This design comes from an exercise in tuning for small area on the open sky130 flow, not from production work.
Where RTL was checked, it was by simulation tests only, not by an equivalence proof against the original.
For run 1, only the layout was checked, not whether the RTL still works.
Power and IR drop assume default switching activity. No driver is modelled on the clock port, so clocking that relies on it looks cheaper here than on a real chip.

==> flow/run.sh <==
#!/bin/bash
# Standard ORFS layout with two changes: the port buffers are the smallest
# plain buffer, and CTS builds its tree from clkbuf_8 without dummy loads.
set -euo pipefail
export BUFFER_PORTS_ARGS="-buffer_cell sky130_fd_sc_hd__buf_1"
export CTS_ARGS="-sink_clustering_enable -repair_clock_nets -dont_use_dummy_load -buf_list sky130_fd_sc_hd__clkbuf_8 -sink_clustering_size 16 -sink_clustering_max_diameter 50"
bash standard.sh finish > standard_flow.log 2>&1
==> constraint.sdc <==
create_clock -name core_clock -period 5.0 [get_ports {switch_clk}]
set_input_delay 1.0000 -clock core_clock [delete_from_list [all_inputs] [get_ports {switch_clk}]]
set_output_delay 1.0000 -clock core_clock [all_outputs]
set_load 0.01 [all_outputs]
==> config.mk <==
export PLATFORM = sky130hd
export DESIGN_NAME = switch_core
export DESIGN_NICKNAME = switch_core
export VERILOG_FILES = /design/flow/design.v
export SDC_FILE = /design/flow/constraint.sdc
export NUM_CORES = 4
export LEC_CHECK = 0
export CAP_MARGIN = 0
export CORE_MARGIN = 2
export CORE_UTILIZATION = 60
export SLEW_MARGIN = 0
==> design.v <==
`timescale 1ns/1ps
`default_nettype none
module switch_core (
    input  wire         switch_clk,
    input  wire         arst_n_i,
    input  wire  [3:0]   frame_eof_i,
    input  wire  [191:0] src_mac_i,
    input  wire  [191:0] dst_mac_i,
    input  wire  [31:0]  start_ptr_i,
    input  wire  [3:0]   voq_pop_i,
    output wire  [31:0]  voq_ptr_o,
    output wire  [3:0]   voq_valid_o,
    output wire  [3:0]   voq_drop_o
);
    logic [47:0] src_q [3:0];
    logic [47:0] dst_q [3:0];
    logic [7:0]  ptr_q [3:0];
    logic [3:0]  pending_q;
    logic [1:0]  rr_ptr_q;
    always_ff @(posedge switch_clk) begin
        for (int p = 0; p < 4; p++) begin
            if (frame_eof_i[p]) begin
                src_q[p] <= src_mac_i[p*48 +: 48];
                dst_q[p] <= dst_mac_i[p*48 +: 48];
                ptr_q[p] <= start_ptr_i[p*8 +: 8];
            end
        end
    end
    logic [3:0] grant;
    logic [1:0] grant_port;
    logic       found;
    always_comb begin
        grant      = '0;
        grant_port = rr_ptr_q;
        found      = 1'b0;
        for (int i = 0; i < 4; i++) begin
            if (!found && pending_q[2'(rr_ptr_q + 2'(i))]) begin
                found                          = 1'b1;
                grant[2'(rr_ptr_q + 2'(i))]    = 1'b1;
                grant_port                     = 2'(rr_ptr_q + 2'(i));
            end
        end
    end
    logic [3:0] g1_oh_q;
    logic       g1_valid_q;
    logic [1:0] g1_port_q;
    logic [3:0] g2_mask_q;
    logic [1:0] g2_port_q;
    logic [3:0] g3_mask_q;
    logic [7:0] g3_ptr_q;
    always_ff @(posedge switch_clk or negedge arst_n_i) begin
        if (!arst_n_i) begin
            pending_q  <= '0;
            rr_ptr_q   <= '0;
            g1_oh_q    <= '0;
        end else begin
            pending_q  <= frame_eof_i | (pending_q & ~grant);
            g1_oh_q    <= grant;
            if (found) rr_ptr_q <= {grant_port[1] ^ grant_port[0], ~grant_port[0]};
        end
    end
    always_ff @(posedge switch_clk) begin
        g2_port_q <= g1_port_q;
        g3_ptr_q  <= ptr_q[g2_port_q];
    end
    logic [43:0] tab_mac  [15:0];
    logic [1:0]  tab_port [15:0];
    logic [15:0] tab_valid_q;
    logic [47:0] lk_dst;
    logic [47:0] lk_src;
    logic        hit;
    logic [1:0]  hit_port;
    logic [3:0]  ingress_bit;
    logic [3:0]  mask;
    assign g1_valid_q = |g1_oh_q;
    assign g1_port_q  = {g1_oh_q[3] | g1_oh_q[2], g1_oh_q[3] | g1_oh_q[1]};
    always_comb begin
        lk_dst = '0;
        lk_src = '0;
        for (int p = 0; p < 4; p++) begin
            lk_dst = lk_dst | ({48{g1_oh_q[p]}} & dst_q[p]);
            lk_src = lk_src | ({48{g1_oh_q[p]}} & src_q[p]);
        end
    end
    logic [15:0] rd_sel;
    logic [43:0] rd_mac;
    logic [1:0]  rd_port;
    logic        rd_valid;
    always_comb begin
        rd_mac   = '0;
        rd_port  = '0;
        rd_valid = 1'b0;
        for (int i = 0; i < 16; i++) begin
            rd_sel[i] = (lk_dst[3:0] == 4'(i));
            rd_mac    = rd_mac   | ({44{rd_sel[i]}} & tab_mac[i]);
            rd_port   = rd_port  | ({2{rd_sel[i]}} & tab_port[i]);
            rd_valid  = rd_valid | (rd_sel[i] & tab_valid_q[i]);
        end
    end
    assign hit         = rd_valid && (rd_mac == lk_dst[47:4]);
    assign hit_port    = rd_port;
    assign ingress_bit = g1_oh_q;
    always_comb begin
        if (!g1_valid_q)
            mask = '0;
        else if ((&lk_dst) || !hit)
            mask = ~ingress_bit;
        else if (hit_port == g1_port_q)
            mask = '0;
        else
            mask = 4'd1 << hit_port;
    end
    always_ff @(posedge switch_clk) begin
        if (g1_valid_q) begin
            tab_mac[lk_src[3:0]]  <= lk_src[47:4];
            tab_port[lk_src[3:0]] <= g1_port_q;
        end
    end
    always_ff @(posedge switch_clk or negedge arst_n_i) begin
        if (!arst_n_i) begin
            tab_valid_q <= '0;
            g2_mask_q   <= '0;
            g3_mask_q   <= '0;
        end else begin
            if (g1_valid_q) tab_valid_q[lk_src[3:0]] <= 1'b1;
            g2_mask_q <= mask;
            g3_mask_q <= g2_mask_q;
        end
    end
    for (genvar g = 0; g < 4; g++) begin : g_voq
        logic [7:0] mem [3:0];
        logic [1:0] wr_idx_q;
        logic [1:0] rd_idx_q;
        logic [1:0] rd_next;
        logic [1:0] wr_next;
        logic       valid_q;
        logic       drop_q;
        logic       full;
        logic       do_pop;
        logic       do_push;
        assign rd_next = {rd_idx_q[1] ^ rd_idx_q[0], ~rd_idx_q[0]};
        assign wr_next = {wr_idx_q[1] ^ wr_idx_q[0], ~wr_idx_q[0]};
        assign full    = valid_q && (wr_idx_q == rd_idx_q);
        assign do_pop  = voq_pop_i[g] && valid_q;
        assign do_push = g3_mask_q[g] && (!full || do_pop);
        always_ff @(posedge switch_clk) begin
            if (do_push) mem[wr_idx_q] <= g3_ptr_q;
        end
        always_ff @(posedge switch_clk or negedge arst_n_i) begin
            if (!arst_n_i) begin
                wr_idx_q <= '0;
                rd_idx_q <= '0;
                valid_q  <= 1'b0;
                drop_q   <= 1'b0;
            end else begin
                if (do_push) wr_idx_q <= wr_next;
                if (do_pop)  rd_idx_q <= rd_next;
                valid_q <= do_push || (valid_q && !(do_pop && rd_next == wr_idx_q));
                drop_q  <= g3_mask_q[g] && !do_push;
            end
        end
        assign voq_ptr_o[g*8 +: 8] = mem[rd_idx_q];
        assign voq_valid_o[g]      = valid_q;
        assign voq_drop_o[g]       = drop_q;
    end
endmodule
`default_nettype wire
==> standard.sh <==
#!/bin/bash
# synth_recipe.tcl (not shown) runs the flow's synth.tcl, then flattens the netlist and writes it again
# the make line also repeats each setting of config.mk as NAME=value (left out here)
make -C /OpenROAD-flow-scripts/flow DESIGN_CONFIG=/design/flow/config.mk WORK_HOME=/design/flow/orfs CLKGATE_MAP_FILE= SYNTH_SCRIPT=/design/flow/synth_recipe.tcl "${@:-finish}"
==> results of run 1 <==
-- cells in the final DEF (no fill, tap or decap), drive strengths merged, types with 21 or more instances in the layout --
cell    instances
a32oi          25
inv            33
ha             28
nor3           25
nand4          30
a22o           37
buf           643
mux2           34
nand3          74
mux4           52
o221ai         21
a21oi          63
and3           30
xnor2          35
dfrtp          58
nand2         237
o22ai          30
o21ai          73
edfxtp       1280
mux2i          62
nor2           77
xor2           21
a22oi         265
a221oi         37
clkbuf        137
a211oi         34
-- cell families (layout without fill, tap and decap cells) --
kind of cell	Yosys count	count (layout)	share of synthesized area
adder cells (fa/ha/maj)	28	28	0.00670
XOR/XNOR	56	56	0.00937
AND/OR/NAND/NOR	532	532	0.0479
other	0	10	0
multiplexers	148	148	0.0416
flip-flops	1348	1348	0.766
buffers and inverters	209	813	0.0184
AO/OA/AOI/OAI	751	751	0.110
-- layout make-up --
cell class | count | share of cell area
multi-input combinational | 1515 | 0.197
sequential | 1348 | 0.686
clock buffer | 133 | 0.0313
timing repair buffer | 647 | 0.0586
inverter | 33 | 0.00212
antenna | 10 | 0.000428
tap | 1155 | 0.0247
-- sequential cells by signal, indices dropped and copies added, names as in the netlist --
name and cells:
tab_mac 704, dst_q 192, src_q 192, g_voq.mem 128
ptr_q 32, tab_port 32, tab_valid_q 16, g3_ptr_q 8
g_voq.rd_idx_q 8, g_voq.wr_idx_q 8, g1_oh_q 4, g2_mask_q 4
g3_mask_q 4, g_voq.drop_q 4, g_voq.valid_q 4, pending_q 4
g2_port_q 2, rr_ptr_q 2
-- worst paths after layout --
| path | from | end | slack (ns) | depth (start not counted) |
|---|---|---|---|---|
| hold reg to reg | g2_mask_q[2] | g3_mask_q[2] | 0.42 | 0 |
| max in group asynchronous | arst_n_i | g1_oh_q[0] | 3.66 | 2 |
| hold / removal | arst_n_i | g_voq[0].valid_q | 0.26 | 1 |
| setup / recovery | g1_oh_q[1] | g2_mask_q[2] | -0.01 | 11 |
| setup reg to reg | g1_oh_q[1] | g2_mask_q[2] | -0.01 | 11 |
| min in group core_clock | dst_mac_i[116] | dst_q[2][20] | 0.31 | 1 |
-- layer usage --
layer	vias to the layer above	share of wire	GRT usage
met3	549	0.12	0.0969
li1	13592	-	-
met5	-	0.00011	0
met4	4	0.067	0.223
met2	2800	0.45	0.601
met1	16948	0.36	0.536
-- critical path: stages, from the launching register on --
cell and delay, ns:
dfrtp_4 0.63, a22o_1 0.51, nor2_4 0.59, nor2_1 0.33, a2111oi_0 0.65, nand4_1 0.38
nand2_1 0.24, o2111ai_1 0.14, or4_4 0.61, nor4_4 0.34, nand3_1 0.11, a221oi_1 0.32
-- per-stage QoR --
| stage | instance area, µm² | setup TNS, ns |
|---|---|---|
| detailed placement | 56600 | 0 |
| floorplan | 52300 | 0 |
| global placement | 56600 | 0 |
| finish | 58500 | -0.0120 |
| CTS | 58400 | 0 |
| global route | 58500 | 0 |
-- power groups by stage --
stage          Sequential [W]  Combinational [W]  Clock, W
3_3_place_gp           0.0169             0.0152         0
4_1_cts                0.0168             0.0155   0.00583
5_1_grt                0.0170             0.0164   0.00624
6_report               0.0168             0.0161   0.00582
2_1_floorplan          0.0164            0.00817         0
3_5_place_dp           0.0170             0.0154         0
-- what timing repair did --
| action | in CTS | in global routing |
|---|---|---|
| resized for setup | 0 | 5 |
| endpoints found under the setup margin | 0 | 3 |
| setup buffers | 0 | 3 |
==> notes.md, run 1 <==
syn_nets 3,526; DRT iter0 DRCs 5,485; Worst setup EP type register; dpl cells 4,695; final setup skew 0.0671 ns; CP required between 5 and 6 ns; max cap viols 0; Pre-antenna DRT Iters 8; number of remaining DRC errors 0; final wirelength 177,000 µm; insertion delay to the later sink of the worst-skew pair 0.83 ns; gr usage total 0.397; layout cells sized above 1 0.131; drt via density 7.00; final std cells w/o fill between 4,000 and 5,000; Synth area leader edfxtp_1; initial core utilization 0.604; final setup fails 1; WS Path Type register to register; Worst-path clk slew around 0.080 ns; Sw Share 0.414; number of buffers added on ports 465; Boundary Pins 466; CTS Buffer Depth 3; Rel. slew slack 0.213; P_sw around 0.016 W; die width 299 µm; PwrDens about 660 mW/mm²; largest cells by area after synthesis edfxtp_1, a22oi_1, dfrtp_1, mux4_2, nand2_1; Final Total Pwr 0.0387 W; Post-Synthesis Cells approximately 3,000; Peak Freq 0.200 GHz; total CTS buffers 133; Sequential Area 0.0401 mm²; crit path DAT 5.70 ns; Worst Tran Pin Value between 1 and 1.5 ns; CTS Sinks 1,348; total grt overflow 0; detailed-route via count 33,893; CTS H-tree lvls 4; Layout area overhead 11.8%; Post-DP HPWL 118,000 µm; Flop pwr share 0.434; largest net degree at the start of global routing 97; vias in the first global route 33,623; Die Y approximately 300 µm; internal cell power 0.0227 W; CTS tree done; FFs w/ async S/R, synth 0.0430; DIE AREA around 0.09 mm²; Comb pwr share 0.415; CTS root buffer clkbuf_8; # fillers ~5,800; Slew Limit Fails 0; Nets 4,132; WL/cell between 30 and 40 µm; multi-input logic area 0.0115 mm²; RSZ-0062 raised after global routing false; mapped cell area between 0.05 and 0.06 mm²; warnings from Yosys 4; area of the core 0.0866 mm²; dpl ws roughly 0.15 ns; outcome complete, but fails checks; SO Faults negative setup slack; post-synth top area share 0.735; first-pass GRT wire length 247,000 µm; initial antenna violation count 13; synthesized flop and latch total 1,348; Startpoint Class register; Core Util, Final 0.675; period utilization 1.00; Clock Power Share 0.150; Yosys cell types 82; ys flop type edfxtp_1; Mapped Avg Cell Area 17.0 µm²; Hold Path Class input port to async pin; CTS Hold Bufs 0; most instantiated cells after synthesis edfxtp_1, a22oi_1, nand2_1, nor2_1, nand3_1; Pleak between 15 and 20 nW; most frequent cell after synthesis edfxtp_1; EDFF count, synth around 1,300; hold_ws roughly 0.26 ns; top fanout value on the critical path 22; RD Place Congestion around 0.99; Antenna Violating Nets Remaining 0; sequential area share after synthesis 0.766; setup ws final -0.0120 ns; Row Count 108; VDD IR-drop max 381 µV; Final Hold Fails 0; min Tclk post-route 5.01 ns
==> run 2, diff against run 1 <==
--- a/design.v
+++ b/design.v
@@ -60,5 +60,13 @@
         end
     end
+    logic [3:0] lk_idx_q;
+    logic [3:0] grant_idx;
+    always_comb begin
+        grant_idx = '0;
+        for (int p = 0; p < 4; p++)
+            grant_idx = grant_idx | ({4{grant[p]}} & dst_q[p][3:0]);
+    end
     always_ff @(posedge switch_clk) begin
+        lk_idx_q  <= grant_idx;
         g2_port_q <= g1_port_q;
         g3_ptr_q  <= ptr_q[g2_port_q];
@@ -92,5 +100,5 @@
         rd_valid = 1'b0;
         for (int i = 0; i < 16; i++) begin
-            rd_sel[i] = (lk_dst[3:0] == 4'(i));
+            rd_sel[i] = (lk_idx_q == 4'(i));
             rd_mac    = rd_mac   | ({44{rd_sel[i]}} & tab_mac[i]);
             rd_port   = rd_port  | ({2{rd_sel[i]}} & tab_port[i]);
@@ -104,5 +112,5 @@
         if (!g1_valid_q)
             mask = '0;
-        else if ((&lk_dst) || !hit)
+        else if (((&lk_idx_q) && (&lk_dst[47:4])) || !hit)
             mask = ~ingress_bit;
         else if (hit_port == g1_port_q)
==> flow/run.sh (replaced) <==
#!/bin/bash
# ORFS layout of the design, as the standard.sh runs it, with three changes:
#  - synthesis maps the logic with an area-oriented ABC script (flow/synth.tcl)
#  - the port buffers are the smallest plain buffer
#  - CTS builds the tree from clkbuf_16 without dummy loads
set -euo pipefail
W=$PWD
export MY_ABC_SCRIPT=$W/flow/abc_area.script
export BUFFER_PORTS_ARGS="-buffer_cell sky130_fd_sc_hd__buf_1"
export CTS_ARGS="-sink_clustering_enable -repair_clock_nets -dont_use_dummy_load -buf_list sky130_fd_sc_hd__clkbuf_16 -sink_clustering_size 24 -sink_clustering_max_diameter 80"
make -C "$FLOW_HOME" DESIGN_CONFIG="$FLOW_CONFIG" WORK_HOME="$W/orfs" CLKGATE_MAP_FILE= \
  SYNTH_SCRIPT="$W/flow/synth.tcl" finish > "$W/make_finish.log" 2>&1
R=$W/orfs/results/$FLOW_PLATFORM/switch_core/base
: # left out here: write the final layout as DEF
==> flow/abc_area.script (new file) <==
&get -n
&st
&dch -f
&nf -a
&put
==> flow/synth.tcl (new file) <==
# The standard flow's synthesis script (synth_recipe.tcl) with one change: ABC maps the
# combinational logic with an area-oriented script (flow/abc_area.script)
# instead of ORFS's speed script. Flip-flop mapping, flattening and renaming
# are unchanged.
proc synth {args} { yosys synth -nofsm -noshare {*}$args }
proc abc {args} {
  set i [lsearch -exact $args -script]
  if {$i >= 0} { lset args [expr {$i + 1}] $::env(MY_ABC_SCRIPT) }
  yosys abc {*}$args
}
source $::env(SCRIPTS_DIR)/synth.tcl
# left out here: clear keep_hierarchy, flatten, clean up, hide names made inside functions, write 1_2_yosys.v
--- a/config.mk
+++ b/config.mk
@@ -8,4 +8,5 @@
 export CAP_MARGIN = 0
 export CORE_MARGIN = 2
-export CORE_UTILIZATION = 60
+export CORE_UTILIZATION = 70
+export SETUP_SLACK_MARGIN = 0.15
 export SLEW_MARGIN = 0
==> run 2 against run 1 <==
  * Now clean on timing, DRC and antenna
  * Clock skew decreased by 0.033 ns
  * Clock power decreased by 4.8%
  * Utilization is 12 points higher
==> notes.md, run 2 <==
number of buffers added on ports 465; multi-input logic area approximately 0.009 mm²; CP Cell Sequence buf_4 -> nand2_1 -> nor3b_4 -> buf_4 -> buf_4 -> a22oi_1 -> nand4_1 -> nor2_1 -> a211oi_1 -> nand3_1 -> or4_1 -> or2_0 -> a211oi_1; Pre-antenna DRT Iters 9; Fin Setup TNS 0 ns; sequential area share after synthesis 0.824; CTS Buffer Depth 3; Worst setup EP type register; CTS Sinks roughly 1,400; Worst-path clk slew around 0.10 ns; max cap viols 0; Row Count 96; number of remaining DRC errors 0; Peak Freq 0.209 GHz; DRT iter0 DRCs roughly 4,300; EDFF count, synth 1,280; area of the core 0.0688 mm²; Pleak 17.5 nW; most frequent cell after synthesis edfxtp_1; hold_ws 0.258 ns; largest net degree at the start of global routing just over 60; initial antenna violation count 3; Rel. slew slack 0.337; Clock Power Share 0.172; period utilization 0.956; DIE AREA between 0.07 and 0.08 mm²; first-pass GRT wire length around 180,000 µm; vias in the first global route 28,565; RSZ-0062 raised after global routing false; synthesized flop and latch total 1,352; mapped cell area ~0.049 mm²; Die Y roughly 270 µm; min Tclk post-route 4.78 ns; outcome no timing/DRC/antenna violations; RD Place Congestion 0.856; most instantiated cells after synthesis edfxtp_1, nand2_1, a22oi_1, a222oi_1, nand4_1; FFs w/ async S/R, synth 0.0429; warnings from Yosys 4; Post-Synthesis Cells 2,603; Comb pwr share 0.304; largest cells by area after synthesis edfxtp_1, a222oi_1, dfrtp_1, a22oi_1, nand2_1; CP Buf/Inv Count 3; CTS H-tree lvls 3; Flop pwr share 0.524; met1 usage 0.485; Hold Path Class input port to async pin; commonest non-fill, non-tap cell in the layout edfxtp_1; Crit-path slowest cell a211oi_1; design area 0.0546 mm²; VDD IR-drop max 405 µV; ys flop type edfxtp_1; max FFs per register 704; final setup fails 0; CP peak stage delay approximately 0.7 ns; dpl cells 4,091; syn_nets 3,053; layout cells sized above 1 0.0750; Yosys cell types 51; top fanout value on the critical path 15; crit path DAT 5.30 ns; WS Path Type register to register; initial core utilization 0.708; WL/cell 29.9 µm; final wirelength 124,000 µm; Boundary Pins 466; Placed Area 0.0529 mm²; PwrDens about 600 mW/mm²; total grt overflow 0; Final Hold Fails 0; Sw Share 0.344; Startpoint Class register; total CTS buffers 66; die width 268 µm; CTS tree done; post-synth top area share 0.788; final setup skew roughly 0.034 ns; gr usage total 0.348; # fillers 3,608; insertion delay to the later sink of the worst-skew pair roughly 0.64 ns; Nets approximately 3,700; CTS Hold Bufs 0; CP required about 5.5 ns; GR Layer Usage met2 0.554; internal cell power ~0.021 W; drt via density 6.93; Layout area overhead 12.0%; Antenna Violating Nets Remaining 0; commonest non-fill, non-tap cells in the layout edfxtp_1, buf_1, nand2_1; Worst Tran Pin Value 0.986 ns; CTS root buffer clkbuf_16; detailed-route via count just under 30,000; final std cells w/o fill 4,162; Synth area leader edfxtp_1; CP most frequent cell buf_4; Sequential Area 0.0402 mm²; Slew Limit Fails 0; GR peak layer met2; P_sw 0.0111 W; met3 track demand over resource 0.0774; largest delay contributor family on the critical path simple AND/OR/NAND/NOR gates; Mapped Avg Cell Area 18.7 µm²; Post-DP HPWL between 70,000 and 80,000 µm
==> run 2: layer usage <==
metal	up-vias	wire length, µm
met5	-	18
li1	12083	-
met1	14264	43600
met4	2	5120
met2	2149	60000
met3	334	15700
==> run 2: final timing paths <==
| check | start | to | slack [ns] | cells past startpoint |
|---|---|---|---|---|
| max | lk_idx_q[1] | g2_mask_q[3] | 0.22 | 13 |
| min | arst_n_i | g_voq[3].drop_q | 0.26 | 1 |
| max reg2reg | lk_idx_q[1] | g2_mask_q[3] | 0.22 | 13 |
| min reg2reg | g2_mask_q[0] | g3_mask_q[0] | 0.40 | 0 |
| max in group asynchronous | arst_n_i | g_voq[1].rd_idx_q[0] | 3.75 | 2 |
| min in group core_clock | g2_mask_q[0] | g3_mask_q[0] | 0.40 | 0 |
==> run 2: logic make-up after synthesis <==
family                     synth area share
DFF                                   0.824
and+or+nand+nor                      0.0590
AOI/OAI and AO/OA                    0.0834
xor gates and xnor gates            0.00862
muxes                                0.0157
buffers and inverters               0.00323
adders and majority gates           0.00616
==> run 2: final cells by class <==
type	instances	share of cell area
antenna	3	0.000138
clock buffer	66	0.0303
inverter	26	0.00179
multi-input combinational	1217	0.161
sequential	1352	0.736
tap	931	0.0213
timing repair buffer	567	0.0497
==> run 2: stage by stage <==
stage / util / power, W / setup slack, ns
6_report: 0.793 / 0.0323 / 0.221
5_1_grt: 0.793 / 0.0334 / 0.189
4_1_cts: 0.793 / 0.0320 / 0.277
3_5_place_dp: 0.768 / 0.0267 / 0.0323
3_3_place_gp: 0.768 / 0.0263 / 0.281
2_1_floorplan: - / 0.0222 / 0.0975
==> run 2: repair_timing <==
action | CTS | global route
pin swaps | 0 | 0
buffers inserted | 0 | 2
setup endpoints to repair | 4 | 4
gates resized for setup | 1 | 2
==> run 2: power groups by stage <==
stage          combinational [W]  sequential (W)  clock, W
6_report                 0.00982          0.0169   0.00554
5_1_grt                   0.0104          0.0171   0.00591
4_1_cts                  0.00959          0.0169   0.00556
3_5_place_dp             0.00953          0.0171         0
3_3_place_gp             0.00925          0.0170         0
2_1_floorplan            0.00535          0.0169         0
==> run 3, diff against run 2 <==
--- a/config.mk
+++ b/config.mk
@@ -8,5 +8,5 @@
 export CAP_MARGIN = 0
 export CORE_MARGIN = 2
-export CORE_UTILIZATION = 70
+export CORE_UTILIZATION = 60
 export SETUP_SLACK_MARGIN = 0.15
 export SLEW_MARGIN = 0
==> run 3 against run 2 <==
  * Clock skew rose by 0.0077 ns
  * Global-route usage decreased by 4.4 points
  * Sequential cell count is the same
  * Register-to-register slack gained 0.02 ns
  * First-iteration DRC count fell by 11%
  * Routed wire length is 2.3% higher
  * Critical endpoint is now g2_mask_q[1]
  * Highest routed layer unchanged
==> notes.md, run 3 <==
outcome no timing/DRC/antenna violations; VDD IR-drop max roughly 350 µV; worst r2r path cells 11; die width 289 µm; syn_nets 3,053; synthesized flop and latch total 1,352; CP required 5.50 ns; Peak Freq 0.210 GHz; Rel. slew slack 0.207; R2R Path End g2_mask_q[1]; Pre-antenna DRT Iters 10; Worst Tran Pin Value 1.16 ns; FFs w/ async S/R, synth 0.0429; Antenna Violating Nets Remaining 0; CTS Buffer Depth 3; Fin Setup TNS 0 ns; diode count 0; post-synth top area share 0.788; total grt overflow 0; setup ws final between 0.2 and 0.25 ns; drt via density ~6.6; first-pass GRT wire length ~180,000 µm; Die Y 289 µm; mapped cell area around 0.049 mm²; CTS root buffer clkbuf_16; Worst setup EP type register; reg2reg start lk_idx_q[3]; final wirelength 127,000 µm; period utilization 0.951; Post-CTS Setup Inserts 0; area of the core roughly 0.081 mm²; insertion delay to the later sink of the worst-skew pair roughly 0.64 ns; Final Hold Fails 0; routed wl met3 around 13,000 µm; top fanout value on the critical path 15; RSZ-0062 raised after global routing false; crit path DAT between 5 and 6 ns; CTS tree done; most frequent cell after synthesis edfxtp_1; largest cells by area after synthesis edfxtp_1, a222oi_1, dfrtp_1, a22oi_1, nand2_1; commonest non-fill, non-tap cells in the layout edfxtp_1, buf_1, nand2_1; CP endpoint g2_mask_q[1]; Mapped Avg Cell Area 18.7 µm²; warnings from Yosys 4; M1 WL approximately 50,000 µm; Post-Synthesis Cells 2,603; Hold Path Class register to register; RD Place Congestion 0.861; Boundary Pins 466; commonest non-fill, non-tap cell in the layout edfxtp_1; total CTS buffers 66; vias in the first global route 28,072; # fillers 5,358; DIE AREA approximately 0.084 mm²; Row Count 104; WS Path Type register to register; met2 WL around 61,000 µm; layout cells sized above 1 0.0730; R2R setup slack approximately 0.25 ns; WL/cell 29.8 µm; ys flop type edfxtp_1; max FFs per register 704; Pleak between 15 and 20 nW; sequential area share after synthesis 0.824; Yosys cell types 51; most instantiated cells after synthesis edfxtp_1, nand2_1, a22oi_1, a222oi_1, nand4_1; initial core utilization 0.605; Nets 3,671; Layout area overhead 12.2%; initial antenna violation count 2; PwrDens 589 mW/mm²; final setup skew 0.0415 ns; Synth area leader edfxtp_1; Startpoint Class register; DRT iter0 DRCs around 3,800; number of buffers added on ports 465; CTS Hold Bufs 0; Post-DP HPWL between 80,000 and 90,000 µm; Slew Limit Fails 0; detailed-route via count 28,133; CTS H-tree lvls 3; Worst-path clk slew 0.10 ns; EDFF count, synth 1,280; crit path launch lk_idx_q[3]; max cap viols 0; final setup fails 0; number of remaining DRC errors 0; largest net degree at the start of global routing 62; gr usage total 0.304; min Tclk post-route 4.75 ns; Max Used Layer met5; dpl ws 0.204 ns; CTS Sinks 1,352
-- run 3: cell counts after synthesis --
No cell type changed its count.
-- run 3: layout make-up --
| class | instances | area, µm² | share of cell area |
|---|---|---|---|
| clock buffer | 66 | 1650 | 0.0302 |
| timing repair buffer | 558 | 2690 | 0.0491 |
| multi-input combinational | 1217 | 8760 | 0.160 |
| inverter | 26 | 97.6 | 0.00178 |
| sequential | 1352 | 40200 | 0.735 |
| tap | 1060 | 1330 | 0.0242 |
-- run 3: critical path: stages, from the launching register on --
cell and delay, ns:
dfxtp_1 0.61, nor4b_4 0.93, buf_4 0.44, a222oi_1 0.11, nand2_1 0.12, nor2_1 0.07, xnor2_1 0.12, or4_1 0.55
nor4_1 0.61, nand4_1 0.33, or2_0 0.39, a211oi_1 0.33
-- run 3: logic make-up (layout without fill, tap and decap cells) --
logic type      count (synthesis)  in the layout  share of synthesized area
buf+inv                        34            650                    0.00323
flops                        1352           1352                      0.824
xor+xnor                       48             48                    0.00862
compound gates                488            488                     0.0834
fa+ha+maj                      24             24                    0.00616
mux                            36             36                     0.0157
simple gates                  621            621                     0.0590
-- run 3: report_power, final --
part | internal [W] | switching [W] | total (W) | leakage (nW)
logic | 0.00303 | 0.00668 | 0.00971 | 3.93
clock network | 0.00237 | 0.00323 | 0.00560 | 0.813
registers | 0.0157 | 0.00117 | 0.0169 | 12.7
total | 0.0211 | 0.0111 | 0.0322 | 17.5
-- run 3: routing by layer --
metal	track usage	up-vias
li1	-	12063
met1	0.440	14333
met2	0.488	1546
met3	0.0577	187
met4	0.0716	4
met5	0	-
-- run 3: worst min path at each step --
stage | startpoint | endpoint | slack, ns | depth (start not counted)
after detailed placement | g2_mask_q[3] | g3_mask_q[3] | 0.35 | 0
after global routing | g2_mask_q[3] | g3_mask_q[3] | 0.39 | 0
after floorplan | g2_mask_q[0] | g3_mask_q[0] | 0.33 | 0
final | g2_mask_q[3] | g3_mask_q[3] | 0.37 | 0
after global placement | g2_mask_q[3] | g3_mask_q[3] | 0.35 | 0
after CTS | g2_mask_q[3] | g3_mask_q[3] | 0.37 | 0
-- run 3: stage by stage --
stage	util	instances	cell area, µm²	power (W)	hold WS (ns)
finish	0.679	4279	54700	0.0322	0.368
global route	0.679	4279	54700	0.0336	0.389
CTS	0.679	4279	54700	0.0323	0.370
detailed placement	0.659	4213	53100	0.0268	0.354
global placement	0.659	4213	53100	0.0265	0.345
floorplan	-	2603	48900	0.0222	0.331
-- run 3: timing repair --
item,in CTS,in global routing
gates cloned,0,0
gates resized for setup,1,2
pin swaps,0,0
endpoints found under the setup margin,1,4
==> run 4, diff against run 3 <==
==> flow/abc_area.script (replaced) <==
&get -n
&st
&dch -f
&nf -a -R 1000
&st
&dch -f
&nf -a -R 1000
&put
--- a/config.mk
+++ b/config.mk
@@ -9,4 +9,4 @@
 export CORE_MARGIN = 2
 export CORE_UTILIZATION = 60
-export SETUP_SLACK_MARGIN = 0.15
+export SETUP_SLACK_MARGIN = 0.05
 export SLEW_MARGIN = 0
==> run 4 against run 3 <==
  * Count of clock-buffer cells in the layout is the same
  * Highest routed layer is now met4
  * Routed wire length is 3.0% higher
  * Cell area fell by 0.14%
==> notes.md, run 4 <==
Hold Path End g3_mask_q[2]; largest net degree at the start of global routing 62; CP required 5.54 ns; multi-input logic area 0.00857 mm²; commonest non-fill, non-tap cell in the layout edfxtp_1; RD Place Congestion 0.883; Sequential Area 0.0402 mm²; most instantiated cells after synthesis edfxtp_1, a22oi_1, nand2_1, a222oi_1, nor2_1; WL/cell 31.0 µm; total CTS buffers 66; dpl cells 4,149; max cap viols 0; post-synth top area share 0.791; initial core utilization 0.604; DIE AREA 0.0833 mm²; Row Count 104; Final Hold Fails 0; R2R setup slack 0.33 ns; Die Y 289 µm; initial antenna violation count 2; most frequent cell after synthesis edfxtp_1; CTS tree done; layout cells sized above 1 0.0766; detailed-route via count approximately 28,000; EDFF count, synth 1,280; Nets 3,613; CP Cell Sequence nand2b_1 -> nor2_4 -> buf_4 -> a22oi_1 -> nand4_1 -> nor2_1 -> a221oi_1 -> o2111ai_1 -> nor3_1 -> nand4_1 -> or4_1 -> mux2_1 -> nor2_1; drt via density 6.70; final wirelength 131,000 µm; min Tclk post-route 4.67 ns; Post-Synthesis Cells 2,544; period utilization 0.934; top fanout value on the critical path 20; Antenna Violating Nets Remaining 0; syn_nets 2,994; final std cells w/o fill 4,223; # fillers 5,321; Crit-path slowest cell nor2_4; Hold Crit Depth 0; Boundary Pins 466; area of the core ~0.080 mm²; final setup skew 0.0391 ns; number of buffers added on ports 465; Peak Freq about 0.21 GHz; Pre-antenna DRT Iters 8; Worst-path clk slew 0.09 ns; first-pass GRT wire length 188,000 µm; Hold Path Class register to register; warnings from Yosys 4; max FFs per register ~700; worst r2r path cells 13; Yosys cell types between 40 and 50; Mapped Avg Cell Area 19.1 µm²; CTS Buffer Depth 3; PwrDens 584 mW/mm²; Worst setup EP type register; outcome no timing/DRC/antenna violations; Rel. slew slack 0.232; final setup fails 0; CTS root buffer clkbuf_16; vias in the first global route between 20,000 and 30,000; Pleak around 17 nW; mapped cell area 0.0486 mm²; RSZ-0062 raised after global routing false; Synth area leader edfxtp_1; Post-DP HPWL between 80,000 and 90,000 µm; R2R Path End g2_mask_q[0]; Layout area overhead 12.4%; synthesized flop and latch total 1,352; CP peak stage delay about 0.7 ns; CTS Sinks approximately 1,400; Slew Limit Fails 0; total grt overflow 0; Worst Min Path Start g2_mask_q[2]; Startpoint Class register; sequential area share after synthesis 0.827; Worst Tran Pin Value 1.14 ns; DRT iter0 DRCs 4,132; crit path DAT 5.21 ns; WS Path Type register to register; die width 289 µm; insertion delay to the later sink of the worst-skew pair 0.64 ns; gr usage total 0.315; FFs w/ async S/R, synth 0.0429; Core Util, Final 0.679; VDD IR-drop max 336 µV; commonest non-fill, non-tap cells in the layout edfxtp_1, buf_1, a22oi_1; largest cells by area after synthesis edfxtp_1, a22oi_1, a222oi_1, dfrtp_1, nand2_1; CTS H-tree lvls 3; reg2reg start lk_idx_q[0]; number of remaining DRC errors 0; ys flop type edfxtp_1
[run 4: cell types whose count changed after synthesis, sizes merged, moves of 10 or more]
cell,delta
nand2,-104
a222oi,-11
nor2,+33
a22oi,+87
a221oi,-11
a21boi,-15
xnor2,-14
nand4,-10
[run 4: area by class of cell]
cell class / count / area share
Antenna cell: 2 / 0.0000916
Clock buffer: 66 / 0.0302
Inverter: 22 / 0.00151
Multi-Input combinational cell: 1163 / 0.157
Sequential cell: 1352 / 0.736
Tap cell: 1060 / 0.0243
Timing Repair Buffer: 558 / 0.0514
[run 4: per-stage QoR]
stage / setup TNS, ns / total power, W / hold slack, ns / instance area (µm²) / setup WS (ns)
after floorplan: -11.92 / 0.0218 / 0.331 / 48600 / -0.0342
after global placement: 0 / 0.0262 / 0.338 / 52900 / 0.317
after detailed placement: 0 / 0.0265 / 0.335 / 52900 / 0.227
after CTS: 0 / 0.0319 / 0.356 / 54600 / 0.178
after global routing: 0 / 0.0332 / 0.369 / 54600 / 0.122
final: 0 / 0.0319 / 0.356 / 54600 / 0.328
[run 4: logic make-up after synthesis]
logic type      after synthesis  share of synthesized area
compound gates              526                     0.0885
xor+xnor                     39                    0.00703
fa+ha+maj                    24                    0.00618
buf+inv                      30                    0.00294
flops                      1352                      0.827
mux                          44                     0.0187
simple gates                529                     0.0500
[run 4: routing by layer]
layer  vias up  routed length [µm]  global-route usage
met5         -                   0                   0
met4         0                3820              0.0927
met3       218               12700              0.0435
met2      1733               63300               0.507
met1     14435               51200               0.458
li1      11919                   -                   -
[run 4: worst max-delay path: cells and delay by family, from the launching register on]
family          cells  cell delay, ns
buf+inv             1            0.48
mux                 1            0.38
flops               1            0.61
compound gates      3            0.79
simple gates        8            2.30
[run 4: worst max-delay path by stage]
stage | startpoint | to | slack, ns
after floorplan | g1_oh_q[2] | tab_mac[4][0] | -0.03
after global placement | lk_idx_q[0] | g2_mask_q[0] | 0.32
after detailed placement | lk_idx_q[3] | g2_mask_q[3] | 0.23
after CTS | lk_idx_q[1] | g2_mask_q[3] | 0.18
after global routing | lk_idx_q[1] | g2_mask_q[3] | 0.12
final | lk_idx_q[0] | g2_mask_q[0] | 0.33
[run 4: what timing repair did]
item | in CTS | in global routing
gates resized for setup | 0 | 4
buffers inserted | 0 | 5
endpoints found under the setup margin | 0 | 3
hold buffers | 0 | 0
endpoints found under the hold margin | 0 | 0
[run 4: power by group]
part	switching (W)	internal, W	total (W)	leakage [nW]
logic	0.00673	0.00281	0.00953	3.90
registers	0.00115	0.0157	0.0168	12.7
clock network	0.00319	0.00237	0.00556	0.813
total	0.0111	0.0208	0.0319	17.4
==> run 5, diff against run 4 <==
--- a/flow/run.sh
+++ b/flow/run.sh
@@ -8,5 +8,5 @@
 export MY_ABC_SCRIPT=$W/flow/abc_area.script
 export BUFFER_PORTS_ARGS="-buffer_cell sky130_fd_sc_hd__buf_1"
-export CTS_ARGS="-sink_clustering_enable -repair_clock_nets -dont_use_dummy_load -buf_list sky130_fd_sc_hd__clkbuf_16 -sink_clustering_size 24 -sink_clustering_max_diameter 80"
+export CTS_ARGS="-sink_clustering_enable -repair_clock_nets -dont_use_dummy_load -buf_list sky130_fd_sc_hd__clkbuf_16 -sink_clustering_size 28 -sink_clustering_max_diameter 100"
 make -C "$FLOW_HOME" DESIGN_CONFIG="$FLOW_CONFIG" WORK_HOME="$W/orfs" CLKGATE_MAP_FILE= \
   SYNTH_SCRIPT="$W/flow/synth.tcl" finish > "$W/make_finish.log" 2>&1
==> run 5 against run 4 <==
  * Still clean
  * Power fell by 1.4%
  * Via count grew 0.11%
  * Global-route usage decreased by 0.16 points
  * Largest cell class unchanged
  * Highest routed layer unchanged
==> notes.md, run 5 <==
outcome no timing/DRC/antenna violations; hold_ws 0.359 ns; CTS H-tree lvls 2; max FFs per register 704; Yosys cell types 46; warnings from Yosys 4; commonest non-fill, non-tap cell in the layout edfxtp_1; Post-Synthesis Cells 2,544; ys flop type edfxtp_1; Row Count around 100; Final Hold Fails 0; Worst Tran Pin Value 1.17 ns; FFs w/ async S/R, synth 0.0429; # fillers 5,337; layout cells sized above 1 0.0730; drt via density 6.73; largest cells by area after synthesis edfxtp_1, a22oi_1, a222oi_1, dfrtp_1, nand2_1; final setup fails 0; Worst-path clk slew about 0.11 ns; max cap viols 0; total CTS buffers 54; commonest non-fill, non-tap cells in the layout edfxtp_1, buf_1, a22oi_1; post-synth top area share 0.791; DIE AREA roughly 0.083 mm²; Layout area overhead 11.8%; final wirelength 131,000 µm; Slew Limit Fails 0; Peak Freq 0.209 GHz; CP peak stage delay 0.62 ns; WS Path Type register to register; area of the core 0.0804 mm²; most frequent cell after synthesis edfxtp_1; multi-input logic area 0.00857 mm²; WL/cell around 31 µm; Synth area leader edfxtp_1; Final Total Pwr 0.0315 W; sequential area share after synthesis 0.827; initial core utilization 0.604; period utilization 0.956; Die Y 289 µm; Boundary Pins 466; mux cell area share after synthesis 0.0187; min Tclk post-route around 4.8 ns; die width 289 µm; synthesized flop and latch total 1,352; Antenna Violating Nets Remaining 0; Worst setup EP type register; largest family of logic cells by synthesized area compound AO/OA/AOI/OAI gates; CP required 5.57 ns; Crit-path slowest cell dfxtp_1; detailed-route via count 28,335; initial antenna violation count 2; CTS Buffer Depth 3; RSZ-0062 raised after global routing false; met1 usage 0.457; largest net degree at the start of global routing 62; most instantiated cells after synthesis edfxtp_1, a22oi_1, nand2_1, a222oi_1, nor2_1; Pleak 17.3 nW; PwrDens roughly 580 mW/mm²; CTS root buffer clkbuf_16; top fanout value on the critical path 12; Startpoint Class register; post-synthesis compound-gate area fraction 0.0885; total grt overflow 0; number of buffers added on ports 465; GR peak layer met2; syn_nets roughly 3,000; Sequential Area roughly 0.04 mm²; XOR/XNOR Fraction of Synth Area 0.00703; Pre-antenna DRT Iters 10; insertion delay to the later sink of the worst-skew pair 0.67 ns; final setup skew 0.0576 ns; DRT iter0 DRCs 4,223; EDFF count, synth 1,280; first-pass GRT wire length roughly 190,000 µm; GR Layer Usage met2 0.506; crit path DAT 5.34 ns; Mapped Avg Cell Area 19.1 µm²; VDD IR-drop max 329 µV; vias in the first global route approximately 28,000; Nets 3,601; CTS tree done; Rel. slew slack 0.214; CP Cell Sequence nand2b_2 -> nor2_4 -> buf_4 -> a22oi_1 -> nand4_1 -> nor2_1 -> o22ai_1 -> a221oi_1 -> o2111ai_1 -> nor4_1 -> nand4_1 -> or4_1 -> mux2_1 -> nor2_1; met3 track demand over resource 0.0397; RD Place Congestion approximately 0.9; gr usage total 0.313; CTS Sinks 1,352; Post-Synth Simple-Gate Area 0.0500; number of remaining DRC errors 0; Post-DP HPWL 82,200 µm; Hold Path Class register to register; adder-cell share of the synthesized area 0.00618; mapped cell area 0.0486 mm²
run 5: changes by cell type in the layout (fill, tap and decap cells not counted), sizes merged:
cell	previous run	this run
clkbuf	70	58
diode	2	4
run 5: layout make-up:
type                            count  share of cell area
Inverter                           22             0.00152
Clock buffer                       54              0.0249
Timing Repair Buffer              558              0.0519
Sequential cell                  1352               0.739
Antenna cell                        4            0.000184
Tap cell                         1060              0.0244
Multi-Input combinational cell   1163               0.158
run 5: stage by stage:
step                utilization  instances  TNS [ns]  instance area, µm²  setup slack (ns)
detailed placement        0.658       4149         0               52900             0.227
CTS                       0.675       4203         0               54300             0.131
global placement          0.658       4149         0               52900             0.317
finish                    0.676       4213         0               54300             0.222
global route              0.676       4211         0               54300             0.111
floorplan                     -       2544    -11.92               48600           -0.0342
run 5: kinds of logic (layout without fill, tap and decap cells):
logic type,Yosys count,after routing
simple gates,529,530
compound gates,526,526
other cells,0,4
flops,1352,1352
buf+inv,30,634
mux,44,44
fa+ha+maj,24,24
xor+xnor,39,39
run 5: path summary, 6_finish.rpt:
check	from	to	slack, ns	cells past startpoint
hold / removal	g2_mask_q[2]	g3_mask_q[2]	0.36	0
hold reg to reg	g2_mask_q[2]	g3_mask_q[2]	0.36	0
min in group asynchronous	arst_n_i	g1_oh_q[3]	0.49	2
setup / recovery	lk_idx_q[0]	g2_mask_q[3]	0.22	14
setup reg to reg	lk_idx_q[0]	g2_mask_q[3]	0.22	14
max in group asynchronous	arst_n_i	tab_valid_q[10]	3.90	2
run 5: critical path, delay by kind of cell, from the launching register on:
| family | cells | cell delay, ns |
|---|---|---|
| AOI/OAI and AO/OA | 4 | 0.87 |
| buffers and inverters | 1 | 0.24 |
| DFF | 1 | 0.62 |
| muxes | 1 | 0.40 |
| and+or+nand+nor | 8 | 2.54 |
run 5: repair_timing:
item | 4_1_cts | 5_1_grt
endpoints found under the hold margin | 0 | 0
resized for setup | 0 | 4
hold buffers | 0 | 0
endpoints found under the setup margin | 0 | 4
setup buffers | 0 | 5
run 5: layer usage:
metal  share of wire  vias up
met4           0.029        0
met3           0.097      213
met1            0.39    14558
li1                -    11890
met5               0        -
met2            0.48     1674
run 5: power by group:
group	switching, W	internal, W	leakage, nW
logic	0.00674	0.00281	3.90
registers	0.00115	0.0157	12.7
clock network	0.00314	0.00194	0.665
==> run 6, diff against run 5 <==
--- a/design.v
+++ b/design.v
@@ -147,6 +147,6 @@
         logic       do_pop;
         logic       do_push;
-        assign rd_next = {rd_idx_q[1] ^ rd_idx_q[0], ~rd_idx_q[0]};
-        assign wr_next = {wr_idx_q[1] ^ wr_idx_q[0], ~wr_idx_q[0]};
+        assign rd_next = {rd_idx_q[0], ~rd_idx_q[1]};
+        assign wr_next = {wr_idx_q[0], ~wr_idx_q[1]};
         assign full    = valid_q && (wr_idx_q == rd_idx_q);
         assign do_pop  = voq_pop_i[g] && valid_q;
--- a/flow/run.sh
+++ b/flow/run.sh
@@ -8,5 +8,5 @@
 export MY_ABC_SCRIPT=$W/flow/abc_area.script
 export BUFFER_PORTS_ARGS="-buffer_cell sky130_fd_sc_hd__buf_1"
-export CTS_ARGS="-sink_clustering_enable -repair_clock_nets -dont_use_dummy_load -buf_list sky130_fd_sc_hd__clkbuf_16 -sink_clustering_size 28 -sink_clustering_max_diameter 100"
+export CTS_ARGS="-sink_clustering_enable -repair_clock_nets -dont_use_dummy_load -buf_list sky130_fd_sc_hd__clkbuf_16 -sink_clustering_size 26 -sink_clustering_max_diameter 90"
 make -C "$FLOW_HOME" DESIGN_CONFIG="$FLOW_CONFIG" WORK_HOME="$W/orfs" CLKGATE_MAP_FILE= \
   SYNTH_SCRIPT="$W/flow/synth.tcl" finish > "$W/make_finish.log" 2>&1
==> run 6 against run 5 <==
  * Still clean
  * Utilization grew 0.085 points
  * Routed wire length is 0.11% lower
  * Highest routed layer unchanged
  * Critical path depth rose by 1
==> notes.md, run 6 <==
Max Used Layer met4; CTS Sinks 1,352; Yosys cell types 45; Slew Limit Fails 0; warnings from Yosys 4; vias in the first global route 28,222; CTS root buffer clkbuf_16; CTS H-tree lvls 2; hold_ws 0.362 ns; final setup fails 0; period utilization 0.957; setup ws final 0.217 ns; routed wl met3 between 10,000 and 15,000 µm; # resized after CTS 0; Startpoint Class register; reg2reg start lk_idx_q[0]; max cap viols 0; Placed Area between 0.05 and 0.06 mm²; WS Path Type register to register; most frequent cell after synthesis edfxtp_1; CTS Hold Bufs 0; P_sw 0.0110 W; Final Hold Fails 0; max FFs per register 704; CTS tree done; area of the core about 0.08 mm²; Post-CTS Setup Inserts 0; met2 WL 63,000 µm; outcome no timing/DRC/antenna violations; total CTS buffers 58; Pleak 17.3 nW; ys flop type edfxtp_1; commonest non-fill, non-tap cell in the layout edfxtp_1; Antenna Violating Nets Remaining 0; Worst Tran Pin Value about 1.3 ns; crit path launch lk_idx_q[0]; largest cells by area after synthesis edfxtp_1, a22oi_1, a222oi_1, dfrtp_1, nand2_1; dpl ws ~0.49 ns; Die Y 288 µm; gr usage total 0.313; Post-Synthesis Cells 2,556; Pre-antenna DRT Iters 6; Synth area leader edfxtp_1; Nets 3,609; EDFF count, synth about 1,300; DIE AREA roughly 0.083 mm²; post-synth top area share 0.794; PwrDens roughly 580 mW/mm²; Sw Share 0.350; commonest non-fill, non-tap cells in the layout edfxtp_1, buf_1, a22oi_1; internal cell power 0.0205 W; DRT iter0 DRCs 4,112; detailed-route via count 28,443; Comb pwr share 0.299; first-pass GRT wire length approximately 190,000 µm; final setup skew 0.0673 ns; total grt overflow 0; sequential area share after synthesis 0.830; number of remaining DRC errors 0; layout cells sized above 1 0.0747; insertion delay to the later sink of the worst-skew pair 0.69 ns; VDD IR-drop max between 300 and 400 µV; syn_nets 2,990; top fanout value on the critical path 24; die width between 200 and 300 µm; initial core utilization 0.604; Mapped Avg Cell Area 18.9 µm²; design area 0.0542 mm²; Worst Min Path Start g2_mask_q[0]; Clock Power Share 0.166; Boundary Pins between 400 and 500; mapped cell area between 0.04 and 0.05 mm²; Worst-path clk slew 0.10 ns; CTS Buffer Depth 3; RSZ-0062 raised after global routing false; largest net degree at the start of global routing 106; synthesized flop and latch total around 1,400; Hold Path Class register to register; drt via density 6.72; Peak Freq about 0.21 GHz; Row Count 104; Post-DP HPWL 81,300 µm; CP required 5.52 ns; final wirelength roughly 130,000 µm; RD Place Congestion 0.869; most instantiated cells after synthesis edfxtp_1, a22oi_1, nand2_1, a222oi_1, nor2_1; Rel. slew slack 0.126; Layout area overhead 12.1%; M1 WL 50,800 µm; Fin Setup TNS 0 ns; crit path DAT 5.30 ns; min Tclk post-route 4.78 ns; FFs w/ async S/R, synth 0.0429; initial antenna violation count 1; number of buffers added on ports 465; WL/cell 31.0 µm; Worst setup EP type register; Flop pwr share 0.535
## run 6: through the flow
stage,cells,utilization,total power [W]
floorplan,2556,-,0.0217
global placement,4173,0.658,0.0261
detailed placement,4173,0.658,0.0264
CTS,4231,0.676,0.0315
global route,4234,0.677,0.0328
finish,4234,0.677,0.0315
## run 6: cell type report
type / instances / area [µm²]
timing repair buffer: 565 / 2830
multi-input combinational: 1177 / 8370
clock buffer: 58 / 1450
sequential: 1352 / 40200
inverter: 21 / 78.8
fill: 5393 / 25900
antenna: 1 / 2.50
tap: 1060 / 1330
## run 6: final timing paths
check                                  endpoint  slack, ns  cells after the start
max                                g2_mask_q[3]       0.22                     15
min                                g3_mask_q[0]       0.36                      0
max reg2reg                        g2_mask_q[3]       0.22                     15
min reg2reg                        g3_mask_q[0]       0.36                      0
max in group asynchronous  g_voq[3].rd_idx_q[0]       3.86                      2
min in group asynchronous          pending_q[1]       0.45                      2
## run 6: power groups by stage
stage	registers (W)	clock network [W]	logic (W)
global placement	0.0170	0	0.00910
global route	0.0171	0.00567	0.0100
floorplan	0.0167	0	0.00501
detailed placement	0.0171	0	0.00928
finish	0.0169	0.00523	0.00943
CTS	0.0169	0.00529	0.00930
## run 6: cells by family (layout without fill, tap and decap cells)
family | Yosys count | count (layout) | share of synthesized area
AOI/OAI and AO/OA | 554 | 554 | 0.0917
muxes | 43 | 43 | 0.0183
buffers and inverters | 29 | 644 | 0.00287
DFF | 1352 | 1352 | 0.830
adders and majority gates | 8 | 8 | 0.00207
and+or+nand+nor | 548 | 550 | 0.0510
xor gates and xnor gates | 22 | 22 | 0.00398
other | 0 | 1 | 0
## run 6: routing by layer
layer,up-vias,track usage
met5,-,0
met4,0,0.0887
met3,207,0.0584
met2,1742,0.500
met1,14527,0.448
li1,11967,-
## run 6: worst max-delay path, cell delays in order (launching register included)
cell,delay (ns)
dfxtp_1,0.64
nand2_1,0.51
nor2_4,0.97
a22oi_1,0.17
nand4_1,0.20
nor2_1,0.10
nand2_1,0.07
o21ai_0,0.09
nor4_1,0.34
nand4_1,0.24
nor4_1,0.22
nor4b_1,0.29
nand4_1,0.24
buf_4,0.26
mux2i_1,0.12
and2_0,0.17
==> run 7, diff against run 6 <==
==> flow/run.sh (replaced) <==
#!/bin/bash
# ORFS layout of the design, as the standard.sh runs it, with three changes:
#  - synthesis maps the logic with an area-oriented ABC script (flow/synth.tcl)
#  - the port buffers are the smallest plain buffer
#  - CTS builds the tree from clkbuf_8 without dummy loads
set -euo pipefail
W=$PWD
export MY_ABC_SCRIPT=$W/flow/abc_area.script
export BUFFER_PORTS_ARGS="-buffer_cell sky130_fd_sc_hd__buf_1"
export CTS_ARGS="-sink_clustering_enable -repair_clock_nets -dont_use_dummy_load -buf_list sky130_fd_sc_hd__clkbuf_8 -sink_clustering_size 16 -sink_clustering_max_diameter 80"
make -C "$FLOW_HOME" DESIGN_CONFIG="$FLOW_CONFIG" WORK_HOME="$W/orfs" CLKGATE_MAP_FILE= \
  SYNTH_SCRIPT="$W/flow/synth.tcl" finish > "$W/make_finish.log" 2>&1
R=$W/orfs/results/$FLOW_PLATFORM/switch_core/base
: # left out here: write the final layout as DEF
==> run 7 against run 6 <==
  * Still clean
  * Count of clock-buffer cells in the layout up 36
  * Cell area down 0.22%
  * Utilization down 0.15 points
  * Critical path depth unchanged
  * Routed wire length up 0.41%
  * Register-to-register slack better by 0.12 ns
  * Global-route usage up 0.23 points
  * Maximum frequency up 2.5%
  * Largest power group unchanged
==> notes.md, run 7 <==
outcome no timing/DRC/antenna violations; Core Util, Final 0.675; EDFF count, synth around 1,300; CTS tree done; DIE AREA 0.0829 mm²; RD Place Congestion 0.869; Comb pwr share 0.303; Crit-path slowest cell dfxtp_1; most instantiated cells after synthesis edfxtp_1, a22oi_1, nand2_1, a222oi_1, nor2_1; Startpoint Class register; Yosys cell types 45; CTS root buffer clkbuf_8; insertion delay to the later sink of the worst-skew pair 0.75 ns; period utilization 0.933; Fin Setup TNS 0 ns; RSZ-0062 raised after global routing false; Synth area leader edfxtp_1; PwrDens ~580 mW/mm²; Pleak 17.3 nW; GR peak layer met2; Post-Synthesis Cells 2,556; CTS H-tree lvls 3; R2R setup slack 0.33 ns; WS Path Type register to register; FFs w/ async S/R, synth 0.0429; largest family of logic cells by synthesized area compound AO/OA/AOI/OAI gates; largest net degree at the start of global routing 106; WL/cell ~31 µm; CTS Buffer Depth 3; total CTS buffers 94; CP peak stage delay 0.64 ns; largest delay contributor family on the critical path simple AND/OR/NAND/NOR gates; commonest non-fill, non-tap cell in the layout edfxtp_1; area of the core 0.0802 mm²; # fillers 5,421; Clock Power Share 0.157; adder-cell share of the synthesized area 0.00207; Die Y 288 µm; syn_nets 2,990; min Tclk post-route approximately 4.7 ns; initial antenna violation count 3; CP most frequent cell nand4_1; crit path DAT around 5.3 ns; drt via density 6.67; most frequent cell after synthesis edfxtp_1; Slew Limit Fails 0; initial core utilization 0.604; synthesized flop and latch total 1,352; number of remaining DRC errors 0; CTS Sinks 1,352; design area 0.0541 mm²; max cap viols 0; GR Layer Usage met2 0.496; Worst Tran Pin Value approximately 1.2 ns; first-pass GRT wire length 188,000 µm; final setup fails 0; VDD IR-drop max 286 µV; Mapped Avg Cell Area about 19 µm²; Layout area overhead 11.8%; Flop pwr share 0.541; gr usage total 0.315; top fanout value on the critical path 20; DRT iter0 DRCs 3,974; detailed-route via count roughly 29,000; final wirelength 132,000 µm; XOR/XNOR Fraction of Synth Area 0.00398; number of buffers added on ports 465; met1 usage 0.445; mapped cell area 0.0484 mm²; met3 track demand over resource 0.0698; Post-DP HPWL about 81,000 µm; Boundary Pins 466; mux cell area share after synthesis 0.0183; CP Cell Sequence nand2b_1 -> nor2_4 -> buf_4 -> a22oi_1 -> nand4_1 -> nor2_1 -> o22ai_1 -> nor4_1 -> nand4_1 -> nor4_1 -> nor4b_1 -> nand4_1 -> buf_4 -> mux2i_1 -> and2_0; CP Buf/Inv Count 2; Row Count 104; Pre-antenna DRT Iters 6; Worst-path clk slew 0.10 ns; Peak Freq 0.214 GHz; ys flop type edfxtp_1; layout cells sized above 1 0.0868; Post-Synth Simple-Gate Area 0.0510; Hold Path Class register to register; CP required 5.58 ns; Final Hold Fails 0; Placed Area 0.0528 mm²; Worst setup EP type register; max FFs per register 704; vias in the first global route 28,574; final setup skew 0.0600 ns; internal cell power between 0.02 and 0.025 W; P_sw 0.0111 W; Nets 3,649; die width 288 µm; Rel. slew slack 0.180; Antenna Violating Nets Remaining 0; sequential area share after synthesis 0.830; commonest non-fill, non-tap cells in the layout edfxtp_1, buf_1, a22oi_1; total grt overflow 0; Sw Share 0.355; post-synthesis compound-gate area fraction 0.0917; largest cells by area after synthesis edfxtp_1, a22oi_1, a222oi_1, dfrtp_1, nand2_1; warnings from Yosys 4; post-synth top area share 0.794
run 7: what timing repair did:
action                     4_1_cts  5_1_grt
gates resized for setup          0        2
setup endpoints to repair        0        2
hold endpoints to repair         0        0
setup buffers                    0        3
hold buffers                     0        0
run 7: power by group through the flow:
stage | sequential (W) | combinational [W] | clock (W)
2_1_floorplan | 0.0167 | 0.00501 | 0
3_3_place_gp | 0.0170 | 0.00910 | 0
3_5_place_dp | 0.0171 | 0.00928 | 0
4_1_cts | 0.0169 | 0.00930 | 0.00497
5_1_grt | 0.0171 | 0.0101 | 0.00535
6_report | 0.0169 | 0.00944 | 0.00489
run 7: area by class of cell:
| type | instances | area [µm²] | share of cell area |
|---|---|---|---|
| diodes | 3 | 7.51 | 0.000139 |
| clock buffers | 94 | 1290 | 0.0239 |
| inverters | 21 | 78.8 | 0.00146 |
| multi-input cells | 1178 | 8380 | 0.155 |
| flip-flops and latches | 1352 | 40200 | 0.743 |
| well taps | 1060 | 1330 | 0.0245 |
| repair buffers | 568 | 2850 | 0.0526 |
run 7: final timing paths:
kind	from	end	depth (start not counted)
max reg2reg	lk_idx_q[0]	g2_mask_q[3]	15
max	lk_idx_q[0]	g2_mask_q[3]	15
max in group asynchronous	arst_n_i	g2_mask_q[3]	2
min reg2reg	g2_mask_q[1]	g3_mask_q[1]	0
min in group asynchronous	arst_n_i	pending_q[1]	2
min	g2_mask_q[1]	g3_mask_q[1]	0
run 7: kinds of logic after synthesis:
logic type | Yosys count
flops | 1352
compound gates | 554
simple gates | 548
mux | 43
buf+inv | 29
xor+xnor | 22
fa+ha+maj | 8
run 7: stage by stage:
stage	hold slack [ns]	std cells	power [W]	worst slack [ns]
floorplan	0.331	2556	0.0217	-0.120
global placement	0.341	4173	0.0261	0.534
detailed placement	0.354	4173	0.0264	0.495
CTS	0.338	4267	0.0311	0.396
global route	0.341	4275	0.0325	0.0667
finish	0.340	4276	0.0312	0.334
run 7: layer usage:
layer	routed length, µm	vias up	share of wire
li1	-	12030	-
met4	4370	2	0.033
met1	50800	14453	0.38
met3	14300	238	0.11
met2	62400	1816	0.47
met5	11	-	0.000083
==> run 8, diff against run 7 <==
==> flow/abc_area.script (replaced) <==
&get -n
&st
&syn4
&dch -f
&nf -a -R 1000
&st
&dch -f
&nf -a -R 1000
&put
--- a/config.mk
+++ b/config.mk
@@ -9,4 +9,5 @@
 export CORE_MARGIN = 2
 export CORE_UTILIZATION = 60
+export GPL_TIMING_DRIVEN = 0
 export SETUP_SLACK_MARGIN = 0.05
 export SLEW_MARGIN = 0
==> run 8 against run 7 <==
  * Still clean
  * Synthesized cell count rose by 4.0%
  * Count of clock-buffer cells in the layout did not move
  * Via count rose by 1.3%
  * First-iteration DRC count rose by 1.5%
  * Critical path depth rose by 2
  * Cell count rose by 2.8%
  * Cell area rose by 1.6%
  * Sequential cell count did not move
  * Critical endpoint is now g2_mask_q[2]
==> notes.md, run 8 <==
outcome no timing/DRC/antenna violations; Hold Path Class input port to async pin; Row Count 104; Mapped Avg Cell Area between 15 and 20 µm²; Rel. slew slack 0.112; Antenna Violating Nets Remaining 0; PwrDens 570 mW/mm²; top fanout value on the critical path 9; Crit-path slowest cell dfxtp_2; dpl ws -0.461 ns; total CTS buffers 94; CTS Hold Bufs 0; sequential area share after synthesis 0.831; most instantiated cells after synthesis edfxtp_1, nand2_1, a22oi_1, a222oi_1, nor2_1; # fillers 5,336; Startpoint Class register; Worst setup EP type register; DIE AREA 0.0828 mm²; RD Place Congestion 0.853; syn_nets between 3,000 and 4,000; RSZ-0062 raised after global routing false; largest net degree at the start of global routing 65; crit path DAT 5.29 ns; Boundary Pins 466; Pre-antenna DRT Iters 10; hold_ws 0.294 ns; min Tclk post-route about 4.7 ns; max cap viols 0; ys flop type edfxtp_1; synthesized flop and latch total 1,352; CP required 5.58 ns; Final Hold Fails 0; vias in the first global route a little under 30,000; EDFF count, synth 1,280; largest cells by area after synthesis edfxtp_1, a22oi_1, a222oi_1, dfrtp_1, nand2_1; CTS H-tree lvls 3; Post-Synthesis Cells 2,659; VDD IR-drop max 306 µV; design area 0.0550 mm²; gr usage total 0.313; WL/cell just under 30 µm; reg2reg start lk_idx_q[0]; Worst-path clk slew 0.10 ns; CTS tree done; drt via density about 6.6; insertion delay to the later sink of the worst-skew pair 0.74 ns; Slew Limit Fails 0; crit path launch lk_idx_q[0]; Placed Area 0.0535 mm²; die width 288 µm; mapped cell area 0.0483 mm²; period utilization 0.943; Pleak between 15 and 20 nW; post-synth top area share 0.796; setup ws final 0.283 ns; max FFs per register 704; Worst Tran Pin Value roughly 1.3 ns; warnings from Yosys 4; area of the core 0.0802 mm²; CP Buf/Inv Count 3; commonest non-fill, non-tap cell in the layout edfxtp_1; first-pass GRT wire length roughly 190,000 µm; initial antenna violation count 3; Yosys cell types 42; Nets 3,771; initial core utilization 0.603; Synth area leader edfxtp_1; CTS root buffer clkbuf_8; Die Y 288 µm; FFs w/ async S/R, synth 0.0429; final setup fails 0; most frequent cell after synthesis edfxtp_1; number of remaining DRC errors 0; largest delay contributor family on the critical path simple AND/OR/NAND/NOR gates; CTS Buffer Depth 3; Layout area overhead 13.8%; CP Cell Sequence nand2b_2 -> nor3_4 -> buf_6 -> buf_6 -> buf_4 -> a222oi_1 -> and3_1 -> nand4_1 -> xor2_1 -> nor4_1 -> nand4_1 -> nor3_4 -> nand3_2 -> nand2b_1 -> a211oi_1 -> nand2_1 -> o21ai_0; final wirelength approximately 130,000 µm; Post-DP HPWL 87,100 µm; layout cells sized above 1 0.0804; DRT iter0 DRCs 4,032; detailed-route via count between 20,000 and 30,000; CTS Sinks 1,352; number of buffers added on ports 465; total grt overflow 0; final setup skew 0.0435 ns; CP peak stage delay 0.51 ns; WS Path Type register to register; commonest non-fill, non-tap cells in the layout edfxtp_1, buf_1, nand2_1; Peak Freq 0.212 GHz
run 8: kinds of logic (layout without fill, tap and decap cells):
logic type                 Yosys count  in the layout  synth area share
DFF                               1352           1352             0.831
and+or+nand+nor                    642            642            0.0584
AOI/OAI and AO/OA                  591            591            0.0997
buffers and inverters               40            716           0.00373
xor gates and xnor gates            26             26           0.00471
adders and majority gates            8              8           0.00207
other                                0              1                 0
run 8: repair_timing:
action,in CTS,in global routing
resized for setup,10,3
endpoints found under the setup margin,4,3
pin swaps,3,2
setup buffers,4,7
run 8: metal layers:
layer	global-route usage	share of wire
met5	0	0.00018
met4	0.0931	0.031
met3	0.0484	0.092
met2	0.520	0.49
met1	0.436	0.39
run 8: power by group:
part	total [W]	internal, W	switching [W]	leakage [nW]
registers	0.0168	0.0157	0.00107	12.7
clock network	0.00484	0.00169	0.00315	0.676
logic	0.00975	0.00290	0.00685	4.25
total	0.0314	0.0203	0.0111	17.6
run 8: worst paths after layout:
path | slack, ns | cells after the start | endpoint
worst min register to register | 0.36 | 0 | g3_mask_q[3]
worst max register to register | 0.28 | 17 | g2_mask_q[2]
min in group core_clock | 0.36 | 0 | g3_mask_q[3]
worst max-delay path | 0.28 | 17 | g2_mask_q[2]
max in group asynchronous | 4.09 | 2 | g_voq[0].wr_idx_q[1]
worst min-delay path | 0.29 | 1 | rr_ptr_q[0]
run 8: through the flow:
| stage | total power [W] | setup TNS [ns] | util | instances |
|---|---|---|---|---|
| 3_5_place_dp | 0.0266 | -1.19 | 0.668 | 4289 |
| 4_1_cts | 0.0313 | 0 | 0.685 | 4387 |
| 2_1_floorplan | 0.0217 | -41.24 | - | 2659 |
| 6_report | 0.0314 | 0 | 0.686 | 4396 |
| 3_3_place_gp | 0.0257 | -4429.10 | 0.641 | 4184 |
| 5_1_grt | 0.0327 | 0 | 0.686 | 4396 |
run 8: area by class of cell:
| type | instances | area (µm²) | area share |
|---|---|---|---|
| diodes | 1 | 2.50 | 0.0000455 |
| plain buffers | 8 | 60.1 | 0.00109 |
| clock buffers | 94 | 1290 | 0.0235 |
| inverters | 32 | 120 | 0.00219 |
| multi-input cells | 1267 | 8260 | 0.150 |
| flip-flops and latches | 1352 | 40200 | 0.731 |
| well taps | 1060 | 1330 | 0.0241 |
| repair buffers | 582 | 3730 | 0.0678 |

-- afterwards: timing with drivers on the ports --
Ports are ideal in the flow. The routed layouts listed here were re-timed in OpenROAD. Step 1: set_driving_cell puts a clkbuf_16 on switch_clk and a buf_2 on each other input, an assumption about the parent block. Step 2 moves the port delays by t, midway between the first and last clock arrival at a register: inputs arrive t later, outputs are due t later. That takes back most of the time a late clock gives input paths. a / b / c = ideal ports / drivers / drivers and shift; a / b = the first two.
run	t (ns)	setup slack, ns	worst register clock-pin slew, ns	cell pins on the clock port's net
run 1	0.881	-0.012 / -0.012 / -0.012	0.11 / 0.11	1
run 2	0.692	0.221 / 0.221 / 0.221	0.10 / 0.10	1
run 3	0.687	0.246 / 0.246 / 0.246	0.10 / 0.10	1
run 4	0.693	0.328 / 0.328 / 0.328	0.10 / 0.10	1
run 5	0.710	0.222 / 0.222 / 0.222	0.12 / 0.12	1
run 6	0.730	0.217 / 0.217 / 0.217	0.11 / 0.11	1
run 7	0.786	0.334 / 0.334 / 0.334	0.11 / 0.11	1
run 8	0.786	0.283 / 0.283 / 0.283	0.11 / 0.11	1
